This is an optimization exercise on Yosys and OpenROAD, whose aim is small area, a short achievable clock period and few clock cycles, not a production implementation. In this exercise RTL edits were held to simulation tests only and were not proved equivalent to the original.

==> build 93 <==
==> flow/design.v <==
package iira_pkg;
	localparam logic [2:0] OP_INS_AT    = 3'd0;
	localparam logic [2:0] OP_INS_FRONT = 3'd1;
	localparam logic [2:0] OP_INS_BACK  = 3'd2;
	localparam logic [2:0] OP_REM_AT    = 3'd3;
	localparam logic [2:0] OP_REM_FRONT = 3'd4;
	localparam logic [2:0] OP_REM_BACK  = 3'd5;
	localparam logic [2:0] OP_READ      = 3'd6;
	localparam logic [1:0] ST_OK    = 2'd0;
	localparam logic [1:0] ST_RANGE = 2'd1;
	localparam logic [1:0] ST_EMPTY = 2'd2;
	localparam logic [1:0] ST_FULL  = 2'd3;
	typedef struct packed {
		logic [2:0]         op;
		logic [6:0]         position;
		logic signed [31:0] value;
	} iira_in_t;
	typedef struct packed {
		logic [1:0]         status;
		logic signed [31:0] read_value;
		logic [6:0]         length;
	} iira_out_t;
endpackage
module iira_ram #(
	parameter int DEPTH = 64,
	parameter int AW    = 6
) (
	input  logic               clk,
	input  logic               we,
	input  logic [AW-1:0]      waddr,
	input  logic signed [31:0] wdata,
	input  logic [AW-1:0]      raddr,
	output logic signed [31:0] rdata
);
	logic signed [31:0] mem [DEPTH];
	always_ff @(posedge clk) begin
		if (we) begin
			mem[waddr] <= wdata;
		end
	end
	always_ff @(posedge clk) begin
		rdata <= mem[raddr];
	end
endmodule
import iira_pkg::*;
module indexed_insert_remove_array #(
	parameter int CAPACITY = 64
) (
	input  logic      clk,
	input  logic      arst_n,
	input  logic      start,
	input  iira_pkg::iira_in_t  cmd,
	output logic      busy,
	output logic      done,
	output iira_pkg::iira_out_t rsp
);
	localparam int AW = $clog2(CAPACITY);
	localparam int CW = $clog2(CAPACITY + 1);
	localparam int PW = ((CW > 7) ? CW : 7) + 1;
	typedef enum logic [4:0] {
		S_IDLE = 5'b00001,
		S_READ = 5'b00010,
		S_FILL = 5'b00100,
		S_UP   = 5'b01000,
		S_DN   = 5'b10000
	} state_t;
	state_t             state_q;
	logic [CW-1:0]      count_q;
	logic [AW-1:0]      ptr_q;     
	logic [AW-1:0]      stop_q;    
	logic [AW-1:0]      wa_q;      
	logic               rd_go_q;   
	logic               pend_q;    
	logic signed [31:0] val_q;
	logic [1:0]         stat_q;
	logic signed [31:0] rdv_q;
	logic               done_q;
	logic               ram_we;
	logic [AW-1:0]      ram_waddr;
	logic signed [31:0] ram_wdata;
	logic [AW-1:0]      ram_raddr;
	logic signed [31:0] ram_rdata;
	logic          accept;
	logic [PW-1:0] pos_ext;
	logic [PW-1:0] cnt_ext;
	logic [PW-1:0] ins_pos;
	logic [PW-1:0] rem_pos;
	logic          ins_grow;
	logic          ins_full;
	logic          rem_empty;
	logic          rem_bad;
	logic          rem_last;
	logic          rd_bad;
	iira_ram #(
		.DEPTH(CAPACITY),
		.AW   (AW)
	) u_ram (
		.clk  (clk),
		.we   (ram_we),
		.waddr(ram_waddr),
		.wdata(ram_wdata),
		.raddr(ram_raddr),
		.rdata(ram_rdata)
	);
	assign accept  = start && !busy;
	assign pos_ext = PW'(cmd.position);
	assign cnt_ext = PW'(count_q);
	always_comb begin
		case (cmd.op)
			OP_INS_FRONT: ins_pos = '0;
			OP_INS_BACK:  ins_pos = cnt_ext;
			default:      ins_pos = pos_ext;
		endcase
		case (cmd.op)
			OP_REM_FRONT: rem_pos = '0;
			OP_REM_BACK:  rem_pos = cnt_ext - PW'(1);
			default:      rem_pos = pos_ext;
		endcase
	end
	assign ins_grow  = ins_pos >= cnt_ext;
	assign ins_full  = ins_grow ? (ins_pos + PW'(1) > PW'(CAPACITY))
	                            : (cnt_ext + PW'(1) > PW'(CAPACITY));
	assign rem_empty = (cmd.op == OP_REM_FRONT || cmd.op == OP_REM_BACK) && count_q == '0;
	assign rem_bad   = rem_pos >= cnt_ext;
	assign rem_last  = rem_pos + PW'(1) == cnt_ext;
	assign rd_bad    = pos_ext >= cnt_ext;
	always_comb begin
		ram_we    = 1'b0;
		ram_waddr = '0;
		ram_wdata = '0;
		ram_raddr = '0;
		unique case (state_q)
			S_IDLE: begin
				ram_raddr = AW'(cmd.position);
			end
			S_READ: begin
				ram_raddr = '0;
			end
			S_FILL: begin
				ram_we    = 1'b1;
				ram_waddr = ptr_q;
				ram_wdata = (ptr_q == stop_q) ? val_q : '0;
			end
			S_UP: begin
				ram_raddr = ptr_q;
				if (pend_q) begin
					ram_we    = 1'b1;
					ram_waddr = wa_q;
					ram_wdata = ram_rdata;
				end else if (!rd_go_q) begin
					ram_we    = 1'b1;
					ram_waddr = stop_q;
					ram_wdata = val_q;
				end
			end
			S_DN: begin
				ram_raddr = ptr_q;
				if (pend_q) begin
					ram_we    = 1'b1;
					ram_waddr = wa_q;
					ram_wdata = ram_rdata;
				end
			end
			default: begin
				ram_we = 1'b0;
			end
		endcase
	end
	always_ff @(posedge clk or negedge arst_n) begin
		if (!arst_n) begin
			state_q <= S_IDLE;
			count_q <= '0;
			ptr_q   <= '0;
			stop_q  <= '0;
			wa_q    <= '0;
			rd_go_q <= 1'b0;
			pend_q  <= 1'b0;
			val_q   <= '0;
			stat_q  <= ST_OK;
			rdv_q   <= '0;
			done_q  <= 1'b0;
		end else begin
			done_q <= 1'b0;
			unique case (state_q)
				S_IDLE: begin
					if (accept) begin
						stat_q  <= ST_OK;
						rdv_q   <= '0;
						val_q   <= cmd.value;
						rd_go_q <= 1'b1;
						pend_q  <= 1'b0;
						unique case (cmd.op)
							OP_INS_AT, OP_INS_FRONT, OP_INS_BACK: begin
								if (ins_full) begin
									stat_q <= ST_FULL;
									done_q <= 1'b1;
								end else if (ins_grow) begin
									ptr_q   <= AW'(cnt_ext);
									stop_q  <= AW'(ins_pos);
									count_q <= CW'(ins_pos + PW'(1));
									state_q <= S_FILL;
								end else begin
									ptr_q   <= AW'(cnt_ext - PW'(1));
									stop_q  <= AW'(ins_pos);
									count_q <= count_q + CW'(1);
									state_q <= S_UP;
								end
							end
							OP_REM_AT, OP_REM_FRONT, OP_REM_BACK: begin
								if (rem_empty) begin
									stat_q <= ST_EMPTY;
									done_q <= 1'b1;
								end else if (rem_bad) begin
									stat_q <= ST_RANGE;
									done_q <= 1'b1;
								end else begin
									count_q <= count_q - CW'(1);
									if (rem_last) begin
										done_q <= 1'b1;
									end else begin
										ptr_q   <= AW'(rem_pos + PW'(1));
										stop_q  <= AW'(cnt_ext - PW'(1));
										state_q <= S_DN;
									end
								end
							end
							OP_READ: begin
								if (rd_bad) begin
									stat_q <= ST_RANGE;
									done_q <= 1'b1;
								end else begin
									state_q <= S_READ;
								end
							end
							default: begin
								done_q <= 1'b1;
							end
						endcase
					end
				end
				S_READ: begin
					rdv_q   <= ram_rdata;
					done_q  <= 1'b1;
					state_q <= S_IDLE;
				end
				S_FILL: begin
					ptr_q <= ptr_q + AW'(1);
					if (ptr_q == stop_q) begin
						done_q  <= 1'b1;
						state_q <= S_IDLE;
					end
				end
				S_UP: begin
					pend_q <= rd_go_q;
					if (rd_go_q) begin
						wa_q <= ptr_q + AW'(1);
						if (ptr_q == stop_q) begin
							rd_go_q <= 1'b0;
						end else begin
							ptr_q <= ptr_q - AW'(1);
						end
					end else if (!pend_q) begin
						done_q  <= 1'b1;
						state_q <= S_IDLE;
					end
				end
				S_DN: begin
					pend_q <= rd_go_q;
					if (rd_go_q) begin
						wa_q <= ptr_q - AW'(1);
						if (ptr_q == stop_q) begin
							rd_go_q <= 1'b0;
						end else begin
							ptr_q <= ptr_q + AW'(1);
						end
					end else if (!pend_q) begin
						done_q  <= 1'b1;
						state_q <= S_IDLE;
					end
				end
				default: begin
					state_q <= S_IDLE;
				end
			endcase
		end
	end
	assign busy            = state_q != S_IDLE;
	assign done            = done_q;
	assign rsp.status      = stat_q;
	assign rsp.read_value  = rdv_q;
	assign rsp.length      = 7'(count_q);
endmodule
module iira_top (
	input  logic        clk,
	input  logic        arst_n,
	input  logic        start,
	input  logic [2:0]  cmd_op,
	input  logic [6:0]  cmd_position,
	input  logic [31:0] cmd_value,
	output logic        busy,
	output logic        done,
	output logic [1:0]  rsp_status,
	output logic [31:0] rsp_read_value,
	output logic [6:0]  rsp_length
);
	indexed_insert_remove_array #(
		.CAPACITY(64)
	) u_array (
		.clk   (clk),
		.arst_n(arst_n),
		.start (start),
		.cmd   ({cmd_op, cmd_position, cmd_value}),
		.busy  (busy),
		.done  (done),
		.rsp   ({rsp_status, rsp_read_value, rsp_length})
	);
endmodule
==> flow/run.sh <==
#!/bin/bash
# synth_recipe.tcl (not shown) runs the flow's synth.tcl, then flattens the netlist and writes it again
# the make line also repeats each setting of config.mk as NAME=value (left out here)
make -C /OpenROAD-flow-scripts/flow DESIGN_CONFIG=/design/flow/config.mk WORK_HOME=/design/flow/orfs CLKGATE_MAP_FILE= SYNTH_SCRIPT=/design/flow/synth_recipe.tcl finish
==> flow/config.mk <==
export PLATFORM = sky130hd
export DESIGN_NAME = iira_top
export DESIGN_NICKNAME = iira_top
export VERILOG_FILES = /design/flow/design.v
export SDC_FILE = /design/flow/constraint.sdc
export NUM_CORES = 4
export LEC_CHECK = 0
export CAP_MARGIN = 20
export CORE_MARGIN = 2
export CORE_UTILIZATION = 50
export CTS_CLUSTER_DIAMETER = 70
export CTS_CLUSTER_SIZE = 20
export SETUP_SLACK_MARGIN = 2.5
export SLEW_MARGIN = 20
==> flow/constraint.sdc <==
create_clock -name core_clock -period 7.0 [get_ports {clk}]
set_input_delay 1.4000 -clock core_clock [delete_from_list [all_inputs] [get_ports {clk}]]
set_output_delay 1.4000 -clock core_clock [all_outputs]
set_load 0.01 [all_outputs]
==> inputs of build 90, as changes to build 93 <==
--- a/flow/config.mk
+++ b/flow/config.mk
@@ -9,5 +9,3 @@
 export CORE_MARGIN = 2
-export CORE_UTILIZATION = 50
-export CTS_CLUSTER_DIAMETER = 70
-export CTS_CLUSTER_SIZE = 20
+export CORE_UTILIZATION = 40
 export SETUP_SLACK_MARGIN = 2.5
==> inputs of trial 28, as changes to build 93 <==
--- a/flow/config.mk
+++ b/flow/config.mk
@@ -10,4 +10,2 @@
 export CORE_UTILIZATION = 50
-export CTS_CLUSTER_DIAMETER = 70
-export CTS_CLUSTER_SIZE = 20
 export SETUP_SLACK_MARGIN = 2.5
==> impl_metrics.sql <==
INSERT INTO impl_metrics (metric_group, metric, value, unit) VALUES
('status', 'outcome', 'timing/DRC/antenna clean', ''),
('setup_path', 'critPathMaxFanout', '22', ''),
('detailed_routing', 'top_routing_layer_in_use', 'met5', ''),
('setup_path', 'timing.critical_path.from', 'u_array.state_q[1]', ''),
('die', 'core_ar', '219900', 'sq um'),
('setup_path', 'timing.rr.end', 'u_array.u_ram.mem[33][18]', ''),
('finish', 'multi_input_area', '22540', 'sq um'),
('setup_path', 'reg2reg_depth', '9', ''),
('clock_network', 'cells_resized_by_post_cts_repair', '21', ''),
('die', 'horizontal_extent_of_the_die', '474.5', 'um'),
('global_route', 'grt_pass1_vias', '54790', ''),
('detailed_routing', 'route.final.wire_length', '272600', 'um'),
('power_and_ir_drop', 'share_seq_of_total_power', '32.6', '%'),
('detailed_routing', 'dr_wl_met3', '26140', 'um'),
('setup_path', 'worstPathRequired', '7550', 'ps'),
('timing', 'timing.slew.headroom', '19.83', '%'),
('power_and_ir_drop', 'total_leakage_power', '34.94', 'nW'),
('global_route', 'gr-usage-met1', '34.35', '%');
Source of the figures above: build 90

==> impl_metrics.sql <==
INSERT INTO impl_metrics (metric_group, metric, value, unit) VALUES
('status', 'outcome', 'timing/DRC/antenna clean', ''),
('detailed_routing', 'route.final.wire_length', '272700', 'um'),
('timing', 'timing.slew.headroom', '6.567', '%'),
('global_route', 'gr-usage-met1', '43.62', '%'),
('detailed_routing', 'top_routing_layer_in_use', 'met4', ''),
('detailed_routing', 'dr_wl_met3', '27930', 'um'),
('setup_path', 'timing.rr.end', 'u_array.u_ram.mem[25][14]', ''),
('die', 'horizontal_extent_of_the_die', '424.8', 'um'),
('setup_path', 'worstPathRequired', '7510', 'ps'),
('setup_path', 'reg2reg_depth', '8', ''),
('power_and_ir_drop', 'total_leakage_power', '34.95', 'nW'),
('power_and_ir_drop', 'share_seq_of_total_power', '32.8', '%'),
('global_route', 'grt_pass1_vias', '55650', ''),
('clock_network', 'cells_resized_by_post_cts_repair', '17', '');
Source of the figures above: trial 28

==> impl_metrics.sql <==
INSERT INTO impl_metrics (metric_group, metric, value, unit) VALUES
('timing', 'timing.slew.headroom', '7.756', '%'),
('detailed_routing', 'dr_wl_met3', '26900', 'um'),
('status', 'outcome', 'timing/DRC/antenna clean', ''),
('finish', 'multi_input_area', '22560', 'sq um'),
('setup_path', 'reg2reg_depth', '7', ''),
('clock_network', 'cells_resized_by_post_cts_repair', '18', ''),
('global_route', 'grt_pass1_vias', '54700', ''),
('die', 'core_ar', '176100', 'sq um'),
('detailed_routing', 'top_routing_layer_in_use', 'met5', ''),
('setup_path', 'critPathMaxFanout', '18', ''),
('power_and_ir_drop', 'share_seq_of_total_power', '35.5', '%'),
('die', 'horizontal_extent_of_the_die', '424.8', 'um'),
('setup_path', 'worstPathRequired', '7470', 'ps'),
('global_route', 'gr-usage-met1', '43.92', '%');
Source of the figures above: build 93

Testbench counts of build 93, summed over its fixed seeds: cycles 85,568.
Testbench counts of build 90, summed over its fixed seeds: cycles 85,568.
Testbench counts of trial 28, summed over its fixed seeds: cycles 85,568.

## re-timing with driven ports
Ports are ideal in the flow. The routed layouts listed here were re-timed in OpenROAD.
Step 1: set_driving_cell puts a clkbuf_16 on clk and a buf_2 on each other input, an assumption about the parent block.
Step 2 adds t to the input delays and takes it off the output delays; t is the mean of the earliest and latest rising clock arrival at the registers after step 1. Input paths then give back, and output paths get back, about the clock's delay inside the block.
Slacks: ideal ports / drivers / drivers and shift; pairs: ideal ports / drivers.
| run | t, ns | slack for setup (ns) | worst slew at a driven data input, ns | cell pins on the clock port's net |
|---|---|---|---|---|
| build 93 | 0.890 | 2.325 / 2.325 / 1.807 | 0.05 | 1 |
| build 90 | 0.935 | 2.363 / 2.363 / 1.780 | 0.09 | 1 |
| trial 28 | 0.926 | 2.362 / 2.362 / 1.572 | 0.06 | 1 |
After both steps setup and hold are still met in every run listed. For trial 28, which loses most, drivers alone change the setup slack by 0.000 ns; drivers and shift together by -0.790 ns.
